Background: an optimization exercise with open tools, aiming at small area, a short achievable clock period and few clock cycles per item. Do not read the settings as production practice.
Only simulation tests tie the RTL to the original design; equivalence was not proved.
Power is estimated from default activity; no workload was simulated.

==> flow/design.v <==
module atomik_delta_accumulator_mc #(
   parameter int DATA_WIDTH    = 64,
   parameter int NUM_CHANNELS  = 4,
   parameter int HISTORY_DEPTH = 8
) (
   input  logic                    clk,
   input  logic                    rst,
   input  logic                    cmd_valid,
   output logic                    cmd_ready,
   input  logic [1:0]              cmd_op,
   input  logic [((NUM_CHANNELS > 1) ? $clog2(NUM_CHANNELS) : 1)-1:0] cmd_ch,
   input  logic [DATA_WIDTH-1:0]   cmd_data,
   output logic                    rsp_valid,
   output logic [((NUM_CHANNELS > 1) ? $clog2(NUM_CHANNELS) : 1)-1:0] rsp_ch,
   output logic [DATA_WIDTH-1:0]   rsp_data,
   output logic                    rsp_zero,
   output logic                    rsp_err,
   output logic [NUM_CHANNELS-1:0] acc_zero
);
   localparam int DW   = DATA_WIDTH;
   localparam int NC   = NUM_CHANNELS;
   localparam int HD   = HISTORY_DEPTH;
   localparam int NS   = HD + 1;                     
   localparam int CH_W = (NC > 1) ? $clog2(NC) : 1;
   localparam logic [1:0] OP_LOAD     = 2'd0;
   localparam logic [1:0] OP_ACCUM    = 2'd1;
   localparam logic [1:0] OP_READ     = 2'd2;
   localparam logic [1:0] OP_ROLLBACK = 2'd3;
   assign cmd_ready = ~rst;
   logic [NC-1:0]   w_hit;
   logic            w_v;
   logic            w_load, w_accum, w_rb;
   logic [DW-1:0]   w_d;
   assign w_v     = cmd_valid & ~rst;
   assign w_load  = (cmd_op == OP_LOAD);
   assign w_accum = (cmd_op == OP_ACCUM);
   assign w_rb    = (cmd_op == OP_ROLLBACK);
   assign w_d     = cmd_data;
   always_comb begin
      for (int c = 0; c < NC; c++) w_hit[c] = w_v & (int'(cmd_ch) == c);
   end
   logic [15:0] w_n_th;
   logic [15:0] w_n_oh;
   always_comb begin
      for (int m = 0; m < 16; m++) begin
         w_n_th[m] = (int'(w_d[3:0]) >= m);
         w_n_oh[m] = (int'(w_d[3:0]) == m);
      end
   end
   logic [DW-1:0] w_init [NC];
   logic [NC-1:0] w_zinit;
   logic [DW-1:0] w_acc  [NC];
   logic [NC-1:0] w_err;
   generate
      for (genvar c = 0; c < NC; c++) begin : g_ch
         logic [DW-1:0] r_init;
         logic          r_zinit;               
         logic [DW-1:0] r_slot [NS];
         logic [NS-1:0] r_ptr;                 
         logic [HD:1]   r_cnt;                 
         logic          r_bz;                  
         logic [NS-1:0] r_bptr;                
         logic          w_lt;                  
         logic [NS-1:0] w_ptr_n;               
         logic          w_pz;                  
         logic [DW-1:0] w_rd;
         logic [DW-1:0] w_wd;
         logic [NS-1:0] w_ptr_inc;
         logic          w_acc_hit, w_load_hit, w_rb_hit;
         logic [NS-1:0] w_ptr_rb;
         logic [HD:1]   w_cnt_rb;
         assign w_pz = ~|r_ptr;
         always_comb begin
            w_rd = '0;
            for (int j = 0; j < NS; j++) w_rd = w_rd | (r_slot[j] & {DW{r_ptr[j]}});
         end
         assign w_acc_hit  = w_hit[c] & w_accum;
         assign w_load_hit = w_hit[c] & w_load;
         assign w_rb_hit   = w_hit[c] & w_rb;
         assign w_wd      = w_rd ^ w_d;
         assign w_ptr_inc = {r_ptr[NS-2:0], r_ptr[NS-1] | w_pz};
         always_ff @(posedge clk) begin
            for (int j = 0; j < NS; j++) begin
               if (w_acc_hit && w_ptr_inc[j]) r_slot[j] <= w_wd;
            end
         end
         always_comb begin
            w_lt = 1'b0;
            for (int m = 0; m < HD; m++) w_lt = w_lt | (w_n_oh[m] & r_cnt[m+1]);
            for (int j = 0; j < NS; j++) begin
               w_ptr_n[j] = 1'b0;
               for (int m = 0; m < HD; m++) w_ptr_n[j] = w_ptr_n[j] | (r_ptr[(j + m) % NS] & w_n_oh[m]);
            end
            w_ptr_rb = w_lt ? w_ptr_n : (r_bz ? '0 : r_bptr);
            for (int m = 1; m <= HD; m++) begin
               w_cnt_rb[m] = 1'b0;
               for (int j = 0; j + m <= HD; j++) w_cnt_rb[m] = w_cnt_rb[m] | (w_n_oh[j] & r_cnt[m + j]);
            end
         end
         assign w_err[c]  = w_n_th[HD+1] | |(w_n_th[HD:1] & ~r_cnt);
         always_ff @(posedge clk) begin
            if (w_load_hit) r_init <= w_d;
         end
         always_ff @(posedge clk) begin
            if (rst) begin
               r_zinit <= 1'b1;
               r_ptr   <= '0;
               r_cnt   <= '0;
               r_bz    <= 1'b1;
            end else if (w_load_hit) begin
               r_zinit <= 1'b0;
               r_ptr   <= '0;
               r_cnt   <= '0;
               r_bz    <= 1'b1;
            end else if (w_acc_hit) begin
               r_ptr <= w_ptr_inc;
               r_cnt <= {r_cnt[HD-1:1], 1'b1};
               if (r_cnt[HD]) begin
                  r_bz   <= 1'b0;
                  r_bptr <= {w_ptr_inc[NS-2:0], w_ptr_inc[NS-1]};
               end
            end else if (w_rb_hit) begin
               r_ptr <= w_ptr_rb;
               r_cnt <= w_cnt_rb;
            end
         end
         assign w_init[c]  = r_init;
         assign w_zinit[c] = r_zinit;
         assign w_acc[c]   = w_rd;
      end
   endgenerate
   logic            r2_v;
   logic [NC-1:0]   r2_hit;
   logic [CH_W-1:0] r2_ch;
   logic            r2_err;
   always_ff @(posedge clk) begin
      r2_v   <= w_v;
      r2_hit <= w_hit;
      r2_ch  <= cmd_ch;
      r2_err <= w_rb & |(w_hit & w_err);
   end
   logic [DW-1:0]   w_sel_init;
   logic [DW-1:0]   w_sel_acc;
   always_comb begin
      w_sel_init = '0;
      w_sel_acc  = '0;
      for (int c = 0; c < NC; c++) begin
         w_sel_init = w_sel_init | (w_init[c] & {DW{r2_hit[c] & ~w_zinit[c]}});
         w_sel_acc  = w_sel_acc  | (w_acc[c] & {DW{r2_hit[c]}});
      end
   end
   logic            r3_v;
   logic [NC-1:0]   r3_hit;
   logic [CH_W-1:0] r3_ch;
   logic            r3_err;
   logic [DW-1:0]   r3_init;
   logic [DW-1:0]   r3_acc;
   always_ff @(posedge clk) begin
      r3_v    <= r2_v & ~rst;
      r3_hit  <= r2_hit;
      r3_ch   <= r2_ch;
      r3_err  <= r2_err;
      r3_init <= w_sel_init;
      r3_acc  <= w_sel_acc;
   end
   logic            r_rsp_valid;
   logic [CH_W-1:0] r_rsp_ch;
   logic [DW-1:0]   r_rsp_data;
   logic            r_rsp_zero;
   logic            r_rsp_err;
   logic [NC-1:0]   r_acc_zero;
   logic            w_r3_zero;
   assign w_r3_zero = (r3_acc == '0);
   always_ff @(posedge clk) begin
      r_rsp_valid <= r3_v & ~rst;
      r_rsp_ch    <= r3_ch;
      r_rsp_data  <= r3_init ^ r3_acc;
      r_rsp_zero  <= w_r3_zero;
      r_rsp_err   <= r3_err;
      for (int c = 0; c < NC; c++) begin
         if (rst)                    r_acc_zero[c] <= 1'b1;
         else if (r3_v && r3_hit[c]) r_acc_zero[c] <= w_r3_zero;
      end
   end
   assign rsp_valid = r_rsp_valid;
   assign rsp_ch    = r_rsp_ch;
   assign rsp_data  = r_rsp_data;
   assign rsp_zero  = r_rsp_zero;
   assign rsp_err   = r_rsp_err;
   assign acc_zero  = r_acc_zero;
endmodule
export LEC_CHECK = 0
export CAP_MARGIN = 20
export CORE_MARGIN = 2
export CORE_UTILIZATION = 56
export CTS_CLUSTER_DIAMETER = 100
export CTS_CLUSTER_SIZE = 28
export SETUP_SLACK_MARGIN = 2.7
export SLEW_MARGIN = 20
create_clock -name core_clock -period 5.0 [get_ports {clk}]
standard.sh (not shown) runs the stock make flow with config.mk's settings and CLKGATE_MAP_FILE= SYNTH_SCRIPT=/design/flow/synth_recipe.tcl, a recipe that flattens the netlist after the stock synthesis.
==> flow/flow/run.sh <==
#!/bin/bash
# Layout flow: the standard flow (standard.sh, unchanged), with the port buffers that
# global placement inserts on every input and output made sky130_fd_sc_hd__buf_4 instead of
# the buffer_ports default choice (a clkdlybuf4s delay cell). ORFS's full output goes to
# standard.log in this folder.
set -euo pipefail
bash standard.sh "BUFFER_PORTS_ARGS=-buffer_cell sky130_fd_sc_hd__buf_4" finish > standard.log 2>&1
Testbench counts at the start, summed over its fixed seeds: cycles 4,824, commands 4,800.
Edit:
- CORE_UTILIZATION: 56 -> 50
- SETUP_SLACK_MARGIN: 2.7 -> 2.6
=> Via count came out lower slightly. Setup slack gets worse by 0.0082 ns. Area after synthesis stays the same. Hold slack improved by 0.0043 ns. Sequential power is about the same. Total power barely changes. Final area is lower slightly. Clock-buffer cell count went down by 24. Critical path depth climbs by 1.
Edit:
- CORE_UTILIZATION: 50 -> 53
- CTS_CLUSTER_DIAMETER: 100 -> 80
- CTS_CLUSTER_SIZE: 28 -> 26
Global-route usage goes up by 1.6 points.
Area after synthesis stays the same.
Clock skew went down by 0.015 ns.
Wire length fell by 1.7%.
Sequential share of layout area went down by 0.27 points.
Non-clock buffer count went down by 22.

port drivers added, routing unchanged:
The results above use ideal ports. As a check the final layouts listed here were re-extracted and re-timed, cells and wires unchanged.
Step 1 (the two cells are an assumption about what drives the block):
set clk [get_ports {clk}]
set_driving_cell -lib_cell sky130_fd_sc_hd__clkbuf_16 $clk
set_driving_cell -lib_cell sky130_fd_sc_hd__buf_2 [delete_from_list [all_inputs] $clk]
Step 2 also shifts input and output timing later by t, the mid clock arrival at the registers, as if the neighbouring blocks saw the same clock.
Three values: no drivers, after step 1, after step 2; two values: the first two.
| run | t, ns | slack for setup (ns) | worst data-port slew with drivers (ns) | cell pins on the clock port's net |
|---|---|---|---|---|
| the first run | 0.915 | 2.468 / 2.468 / 1.690 | 0.15 | 1 |
| the second run | 0.920 | 2.460 / 2.429 / 1.509 | 0.24 | 1 |
| the third run | 0.906 | 2.439 / 2.439 / 1.599 | 0.19 | 1 |
After both steps setup and hold are still met in every run listed. The setup slack of the second run, which loses most, moves by -0.031 ns with the drivers and by -0.951 ns with both steps.
